This design comes from an exercise in tuning for a short achievable clock period and few clock cycles per item on the open sky130 flow, not from production work. Only simulation tests tie the RTL to the original design; equivalence was not proved.

==> try-onyx <==
==> flow/design.v (excerpt) <==
module two_stack_integer_vm (
  input  wire logic               clk_i,
  input  wire logic               rst_ni,
  input  wire logic               push,
  output logic                    full,
  input  wire logic [3:0]         kind_i,
  input  wire logic signed [31:0] immediate_i,
  output logic                    empty,
  input  wire logic               pop,
  output logic signed [31:0]      value_o,
  output logic [1:0]              status_o
);
==> flow/config.mk <==
export PLATFORM = sky130hd
export DESIGN_NAME = two_stack_integer_vm
export DESIGN_NICKNAME = two_stack_integer_vm
export VERILOG_FILES = /design/flow/design.v
export SDC_FILE = /design/flow/constraint.sdc
export NUM_CORES = 4
export LEC_CHECK = 0
export ABC_AREA = 0
export ABC_CLOCK_PERIOD_IN_PS = 1200
export CAP_MARGIN = 20
export CORE_MARGIN = 2
export CORE_UTILIZATION = 40
export SLEW_MARGIN = 20
export TNS_END_PERCENT = 100
==> flow/constraint.sdc <==
create_clock -name core_clock -period 10.0 [get_ports {clk_i}]
set_input_delay 2.0000 -clock core_clock [delete_from_list [all_inputs] [get_ports {clk_i}]]
set_output_delay 2.0000 -clock core_clock [all_outputs]
set_load 0.01 [all_outputs]
standard.sh (not shown) runs the stock make flow with config.mk's settings and CLKGATE_MAP_FILE= SYNTH_SCRIPT=/design/flow/synth_recipe.tcl, a recipe that flattens the netlist after the stock synthesis.
==> flow/flow/run.sh <==
#!/bin/bash
set -euo pipefail
export SETUP_SLACK_MARGIN=7.0
bash standard.sh > standard.log 2>&1
==> try-maple (differences from try-onyx) <==
--- a/flow/design.v
+++ b/flow/design.v
@@ -91,14 +91,13 @@
       if (head_free) begin
         iv_q <= jv_q | acc;
         jv_q <= 1'b0;
       end else if (acc) begin
         jv_q <= 1'b1;
       end
-      if (head_free)                        full_q <= 1'b0;
-      else if (push_i & ~full_q & known)    full_q <= 1'b1;
+      full_q <= ~head_free & (full_q | (push_i & known));
     end
   end
   always_ff @(posedge clk_i) begin
     if (!jv_q) begin
       jk_q   <= kind_i;
       jdec_q <= dec;
@@ -122,27 +121,27 @@
   output logic             full_o,
   input  wire logic        pop_i,
   output logic             empty_o,
   output logic [31:0]      value_o,
   output logic [1:0]       status_o
 );
-  logic        hv_q, kv_q, head_free, empty_q;
+  logic        hv_q, kv_q, head_free, nempty_q;
   logic [31:0] hval_q, kval_q;
   logic [1:0]  hst_q, kst_q;
   assign head_free = ~hv_q | pop_i;
   assign full_o    = kv_q;
-  assign empty_o   = empty_q;
+  assign empty_o   = ~nempty_q;
   assign value_o   = hval_q;
   assign status_o  = hst_q;
   always_ff @(posedge clk_i or negedge rst_ni) begin
     if (!rst_ni) begin
       hv_q    <= 1'b0;
       kv_q    <= 1'b0;
-      empty_q <= 1'b1;
+      nempty_q <= 1'b0;
     end else begin
-      if (empty_q | pop_i) empty_q <= ~(kv_q | push_i);
+      nempty_q <= (~nempty_q | pop_i) ? (kv_q | push_i) : 1'b1;
       if (head_free) begin
         hv_q <= kv_q | push_i;
         kv_q <= 1'b0;
       end else if (push_i) begin
         kv_q <= 1'b1;
       end
@@ -150,24 +149,23 @@
   end
   always_ff @(posedge clk_i) begin
     if (!kv_q) begin
       kval_q <= value_i;
       kst_q  <= status_i;
     end
-    if (head_free) begin
-      hval_q <= kv_q ? kval_q : value_i;
-      hst_q  <= kv_q ? kst_q  : status_i;
-    end
+    hval_q <= ({32{head_free}} & (kv_q ? kval_q : value_i)) | ({32{~head_free}} & hval_q);
+    hst_q  <= ({2{head_free}}  & (kv_q ? kst_q  : status_i)) | ({2{~head_free}}  & hst_q);
   end
 endmodule
 `default_nettype wire
 `default_nettype none
 module tsvm_div (
   input  wire logic        clk_i,
   input  wire logic        rst_ni,
   input  wire logic        start_i,
+  input  wire logic        abort_i,    
   input  wire logic [31:0] dividend_i,
   input  wire logic [31:0] divisor_i,
   output logic             busy_o,
   output logic             done_o,
   output logic             done_next_o,
   output logic [31:0]      quotient_o
@@ -176,13 +174,13 @@
                          DDone = 3'd4;
   logic [2:0]  st_q, st_d;
   logic        busy_q, done_q;
   logic [31:0] a_q, b_q;       
   logic        neg_q;
   logic [5:0]  za_q, zb_q;
-  logic [31:0] rem_q, bs_q, quo_q, qm_q, res_q;
+  logic [31:0] rem_q, bs_q, quo_q, qm_q;
   logic [4:0]  cnt_q;
   logic [32:0] diff;
   logic [5:0]  nsh;
   logic        bit_q, zero_q;
   logic [31:0] quo_n, qm_n;
   function automatic logic [5:0] lzc32(input logic [31:0] x);
@@ -201,57 +199,51 @@
     case (st_q)
       DLzc:    st_d = DNorm;
       DNorm:   st_d = zero_q ? DDone : DIter;
       DIter:   st_d = (cnt_q == 5'd0) ? DDone : DIter;
       default: st_d = start_i ? DLzc : DIdle;
     endcase
+    if (abort_i) st_d = DIdle;
   end
   assign busy_o      = busy_q;
   assign done_o      = done_q;
   assign done_next_o = (st_d == DDone);
-  assign quotient_o  = res_q;
+  assign quotient_o  = neg_q ? ~qm_q : quo_q;
   always_ff @(posedge clk_i or negedge rst_ni) begin
     if (!rst_ni) begin
       st_q   <= DIdle;
       busy_q <= 1'b0;
       done_q <= 1'b0;
     end else begin
       st_q   <= st_d;
       busy_q <= (st_d == DLzc) || (st_d == DNorm) || (st_d == DIter);
       done_q <= (st_d == DDone);
     end
   end
+  logic in_norm, in_iter, in_keep;
+  logic [31:0] rem_it;
+  assign in_norm = (st_q == DNorm);
+  assign in_iter = (st_q == DIter);
+  assign in_keep = ~in_norm & ~in_iter;
+  assign rem_it  = bit_q ? diff[31:0] : rem_q;
   always_ff @(posedge clk_i) begin
     if (start_i) begin
       a_q   <= dividend_i[31] ? (~dividend_i + 1'b1) : dividend_i;
       b_q   <= divisor_i[31]  ? (~divisor_i + 1'b1)  : divisor_i;
       neg_q <= dividend_i[31] ^ divisor_i[31];
     end
-    case (st_q)
-      DLzc: begin
-        za_q <= lzc32(a_q);
-        zb_q <= lzc32(b_q);
-      end
-      DNorm: begin
-        rem_q <= a_q;
-        bs_q  <= b_q << nsh[4:0];
-        cnt_q <= nsh[4:0];
-        quo_q <= '0;
-        qm_q  <= '1;
-        res_q <= '0;
-      end
-      DIter: begin
-        if (bit_q) rem_q <= diff[31:0];
-        quo_q <= quo_n;
-        qm_q  <= qm_n;
-        bs_q  <= {1'b0, bs_q[31:1]};
-        cnt_q <= cnt_q - 1'b1;
-        res_q <= neg_q ? ~qm_n : quo_n;
-      end
-      default: ;
-    endcase
+    if (st_q == DLzc) begin
+      za_q <= lzc32(a_q);
+      zb_q <= lzc32(b_q);
+    end
+    rem_q <= ({32{in_norm}} & a_q) | ({32{in_iter}} & rem_it) | ({32{in_keep}} & rem_q);
+    bs_q  <= ({32{in_norm}} & (b_q << nsh[4:0])) | ({32{in_iter}} & {1'b0, bs_q[31:1]})
+           | ({32{in_keep}} & bs_q);
+    cnt_q <= ({5{in_norm}} & nsh[4:0]) | ({5{in_iter}} & (cnt_q - 1'b1)) | ({5{in_keep}} & cnt_q);
+    quo_q <= ({32{in_iter}} & quo_n) | ({32{in_keep}} & quo_q);
+    qm_q  <= {32{in_norm}} | ({32{in_iter}} & qm_n) | ({32{in_keep}} & qm_q);
   end
 endmodule
 `default_nettype wire
 `default_nettype none
 import tsvm_pkg::*;
 module tsvm_back (
@@ -291,25 +283,25 @@
   logic oc0, oc_lt2, oc_full, rc0, rc_full;
   assign oc0     = oc_q[0];
   assign oc_lt2  = oc_q[0] | oc_q[1];
   assign oc_full = oc_q[D];
   assign rc0     = rc_q[0];
   assign rc_full = rc_q[D];
-  logic z0_q, z0v_q, z0_d, z0v_d;
+  logic dz_q;    
   logic s0_pend, s1_pend;
   assign s0_pend = spm_q[0] | spd_q[0];
   assign s1_pend = spm_q[1] | spd_q[1];
   logic        alu_done_q, mul_done, div_done, div_done_next, div_busy, mul_busy;
   logic [31:0] alu_res, mul_res, div_res;
   logic       stall, go, err;
   logic [1:0] err_st;
   always_comb begin
-    stall = ~iv_i | rq_full_i
+    stall = ~iv_i | rq_full_i | dz_q
           | (is_rd0 & s0_pend)
           | (is_bin & s1_pend)
-          | (is_div & (div_busy | ~z0v_q))
+          | (is_div & div_busy)
           | (is_mul & mul_busy);
     go = ~stall;
     err    = 1'b0;
     err_st = StOk;
     if (is_push) begin
       if (oc_full) begin err = 1'b1; err_st = StOver; end
@@ -318,45 +310,50 @@
       else if (oc_full) begin err = 1'b1; err_st = StOver; end
     end else if (is_prt | is_not) begin
       if (oc0) begin err = 1'b1; err_st = StUnder; end
     end else begin
       if (oc_lt2) begin err = 1'b1; err_st = StUnder; end
       else if (rc_full) begin err = 1'b1; err_st = StOver; end
-      else if (is_div & z0_q) begin err = 1'b1; err_st = StDivZero; end
     end
   end
   logic s_push, s_pop1, s_pop2, s_repl, r_push, r_pop;
   assign s_push = go & ((is_push & ~oc_full) | (is_ist & ~rc0 & ~oc_full));
   assign s_pop1 = go & is_prt & ~oc0;
-  assign s_pop2 = go & is_bin & ~oc_lt2 & ~rc_full & ~(is_div & z0_q);
+  assign s_pop2 = go & is_bin & ~oc_lt2 & ~rc_full;
   assign s_repl = go & is_not & ~oc0;
   assign r_push = s_pop2;
-  assign r_pop  = go & is_ist & ~rc0 & ~oc_full;
+  assign r_pop  = (go & is_ist & ~rc0 & ~oc_full) | dz_q;
   assign take_o      = go;
-  assign rq_push_o   = go & (err | is_prt);
-  assign rq_value_o  = (is_prt & ~oc0) ? sd_q[0] : 32'd0;
-  assign rq_status_o = err_st;
+  assign rq_push_o   = (go & (err | is_prt)) | dz_q;
+  assign rq_value_o  = (is_prt & ~oc0 & ~dz_q) ? sd_q[0] : 32'd0;
+  assign rq_status_o = dz_q ? StDivZero : err_st;
   logic [31:0] al_q, ar_q;       
-  logic        acin_q, aeq_q, abl_q, abr_q;
+  logic        acin_q, ac16_q, aeq_q, abl_q, abr_q;
   logic [3:0]  aop_q;
   logic        sub_like;
   assign sub_like = idec_i[DSubl];
+  logic [31:0] ar_d;
+  logic [16:0] alo_d;
+  assign ar_d  = sub_like ? ~sd_q[0] : sd_q[0];
+  assign alo_d = {1'b0, sd_q[1][15:0]} + {1'b0, ar_d[15:0]} + {16'd0, sub_like};
   always_ff @(posedge clk_i) begin
     al_q   <= sd_q[1];
-    ar_q   <= sub_like ? ~sd_q[0] : sd_q[0];
+    ar_q   <= ar_d;
     acin_q <= sub_like;
+    ac16_q <= alo_d[16];    
     aeq_q  <= (sd_q[1] == sd_q[0]);
     abl_q  <= |sd_q[1];
     abr_q  <= |sd_q[0];
     aop_q  <= ik_i;
   end
-  logic [32:0] asum_x;
+  logic [16:0] asum_lo, asum_hi;
   logic [31:0] asum;
   logic        alt, abit;
-  assign asum_x = {al_q, 1'b1} + {ar_q, acin_q};
-  assign asum   = asum_x[32:1];
+  assign asum_lo = {al_q[15:0], 1'b1}  + {ar_q[15:0], acin_q};
+  assign asum_hi = {al_q[31:16], 1'b1} + {ar_q[31:16], ac16_q};
+  assign asum    = {asum_hi[16:1], asum_lo[16:1]};
   assign alt  = (al_q[31] ^ ~ar_q[31]) ? al_q[31] : asum[31];
   always_comb begin
     case (aop_q)
       KindLt:  abit = alt;
       KindGt:  abit = ~alt & ~aeq_q;
       KindOr:  abit = abl_q | abr_q;
@@ -380,12 +377,13 @@
     .p_o     (mul_res)
   );
   tsvm_div u_div (
     .clk_i       (clk_i),
     .rst_ni      (rst_ni),
     .start_i     (s_pop2 & is_div),
+    .abort_i     (dz_q),
     .dividend_i  (sd_q[1]),
     .divisor_i   (sd_q[0]),
     .busy_o      (div_busy),
     .done_o      (div_done),
     .done_next_o (div_done_next),
     .quotient_o  (div_res)
@@ -398,19 +396,14 @@
       cspd[i] = spd_q[i] & ~div_done;
       cspm[i] = spm_q[i];
       crd[i]  = rovd_q[i] ? div_res : rd_q[i];
       crpd[i] = rpd_q[i] & ~div_done;
       crpm[i] = rpm_q[i];
     end
-    if (sovm0_q) csd[0] = mul_res;
     cspm[0] = spm_q[0] & ~mul_done;
-    for (int i = 0; i < 2; i++) begin
-      if (rovm_q[i]) crd[i] = mul_res;
-      crpm[i] = rpm_q[i] & ~mul_done;
-    end
-    if (alu_done_q) crd[0] = alu_res;
+    for (int i = 0; i < 2; i++) crpm[i] = rpm_q[i] & ~mul_done;
   end
   logic [31:0] s_new;
   logic        s_new_pm, s_new_pd;
   always_comb begin
     if (is_ist) begin
       s_new    = crd[0];
@@ -468,65 +461,72 @@
           rd_d[i] = crd[i+1]; rpm_d[i] = crpm[i+1]; rpd_d[i] = crpd[i+1];
         end else begin
           rpm_d[i] = 1'b0; rpd_d[i] = 1'b0;
         end
       end
     end
-  end
-  always_comb begin
-    if (s_push) begin
-      if (is_ist) begin
-        z0_d  = ~|rd_q[0];
-        z0v_d = ~(alu_done_q | rpm_q[0] | rpd_q[0]);
-      end else begin
-        z0_d  = idec_i[DZero];
-        z0v_d = 1'b1;
+    if (dz_q) begin
+      for (int i = 0; i < D; i++) begin
+        if (i == 0) begin
+          sd_d[i] = ar_q; spm_d[i] = 1'b0; spd_d[i] = 1'b0;
+        end else if (i == 1) begin
+          sd_d[i] = al_q; spm_d[i] = 1'b0; spd_d[i] = 1'b0;
+        end else begin
+          sd_d[i] = csd[i-2]; spm_d[i] = cspm[i-2]; spd_d[i] = cspd[i-2];
+        end
       end
-    end else if (s_pop1) begin
-      z0_d  = ~|sd_q[1];
-      z0v_d = ~(spm_q[1] | spd_q[1]);
-    end else if (s_pop2) begin
-      z0_d  = ~|sd_q[2];
-      z0v_d = ~(spm_q[2] | spd_q[2]);
-    end else if (s_repl) begin
-      z0_d  = |sd_q[0];
-      z0v_d = 1'b1;
-    end else begin
-      z0_d  = ~|sd_q[0];
-      z0v_d = ~(spm_q[0] | spd_q[0]);
+    end
+    if (rovm_q[0]) begin
+      if (r_pop)       sd_d[0] = mul_res;
+      else if (r_push) rd_d[1] = mul_res;
+      else             rd_d[0] = mul_res;
+    end
+    if (rovm_q[1]) begin
+      if (r_pop)       rd_d[0] = mul_res;
+      else if (r_push) rd_d[2] = mul_res;
+      else             rd_d[1] = mul_res;
+    end
+    if (sovm0_q) begin
+      if (s_push)      sd_d[1] = mul_res;
+      else             sd_d[0] = mul_res;
+    end
+    if (alu_done_q) begin
+      if (r_pop)       sd_d[0] = alu_res;
+      else if (r_push) rd_d[1] = alu_res;
+      else             rd_d[0] = alu_res;
     end
   end
   always_ff @(posedge clk_i) begin
     sd_q <= sd_d;
     rd_q <= rd_d;
-    z0_q <= z0_d;
   end
   always_ff @(posedge clk_i or negedge rst_ni) begin
     if (!rst_ni) begin
       spm_q   <= '0;
       spd_q   <= '0;
       rpm_q   <= '0;
       rpd_q   <= '0;
       sovd_q  <= '0;
       rovd_q  <= '0;
       sovm0_q <= 1'b0;
       rovm_q  <= '0;
-      z0v_q   <= 1'b0;
+      dz_q    <= 1'b0;
       oc_q    <= {{D{1'b0}}, 1'b1};
       rc_q    <= {{D{1'b0}}, 1'b1};
     end else begin
       spm_q   <= spm_d;
       spd_q   <= spd_d;
       rpm_q   <= rpm_d;
       rpd_q   <= rpd_d;
       sovd_q  <= spd_d & {D{div_done_next}};
       rovd_q  <= rpd_d & {D{div_done_next}};
       sovm0_q <= spm_d[0] & mul_busy;
       rovm_q  <= rpm_d[1:0] & {2{mul_busy}};
-      z0v_q   <= z0v_d;
-      if (s_push)      oc_q <= {oc_q[D-1:0], 1'b0};
+      dz_q    <= s_pop2 & is_div & ~|sd_q[0];
+      if (dz_q)        oc_q <= {oc_q[D-2:0], 2'b00};
+      else if (s_push) oc_q <= {oc_q[D-1:0], 1'b0};
       else if (s_pop1) oc_q <= {1'b0, oc_q[D:1]};
       else if (s_pop2) oc_q <= {2'b00, oc_q[D:2]};
       if (r_push)      rc_q <= {rc_q[D-1:0], 1'b0};
       else if (r_pop)  rc_q <= {1'b0, rc_q[D:1]};
     end
   end
==> comparison table <==
| item | try-onyx | try-maple |
|---|---|---|
| R2R setup slack | 6110 ps | 6570 ps |
| Area share of the largest cell type after synthesis | 26.31% | 27.45% |
| Number of flops mapped to enable cells by yosys | 320 | 157 |
| Worst path max stage delay | 410 ps | 420 ps |
| Metal2 WL | 183300 µm | 192000 µm |
| Status | no timing/DRC/antenna violations | no timing/DRC/antenna violations |
| Global-route met1 utilization | 39.85% | 39.11% |
| First-pass iteration count of the detailed router | 7 | 12 |
| Average footprint of a synthesized cell | 8.567 µm² | 8.077 µm² |
| Multi-input combinational cell count | 8977 | 10250 |
| Number of DRC violations after detailed-routing iteration 0 | 13020 | 15620 |
| Placed instance count | 14890 | 16350 |
| Number of antenna violations at the first check in global routing | 21 | 30 |
| Met3 routed wirelength | 43310 µm | 56440 µm |
Testbench counts of try-onyx, summed over its fixed seeds: cycles 20,776, items 20,000.
Testbench counts of try-maple, summed over its fixed seeds: cycles 20,779, items 20,000.

-- port drivers added, routing unchanged --
In the flow no input, the clock included, has a driving cell. The finished layouts below were timed again as built, in two steps.
Step 1, drivers: a clkbuf_16 drives clk_i and a buf_2 each remaining input, both assumed.
Step 2 moves the port delays by t, midway between the first and last clock arrival at a register: inputs arrive t later, outputs are due t later. That takes back most of the time a late clock gives input paths.
a / b / c = ideal / step 1 / step 2; a / b = the first two.
run	shift t [ns]	setup WS [ns]	worst setup path after step 2	worst register clock-pin slew, ns
try-onyx	0.961	6.113 / 6.113 / 6.113	register to register	0.07 / 0.07
try-maple	1.008	6.526 / 6.419 / 6.306	input to register	0.07 / 0.07
After both steps setup and hold are still met in every run listed. For try-maple, which loses most, drivers alone change the setup slack by -0.107 ns; drivers and shift together by -0.220 ns.
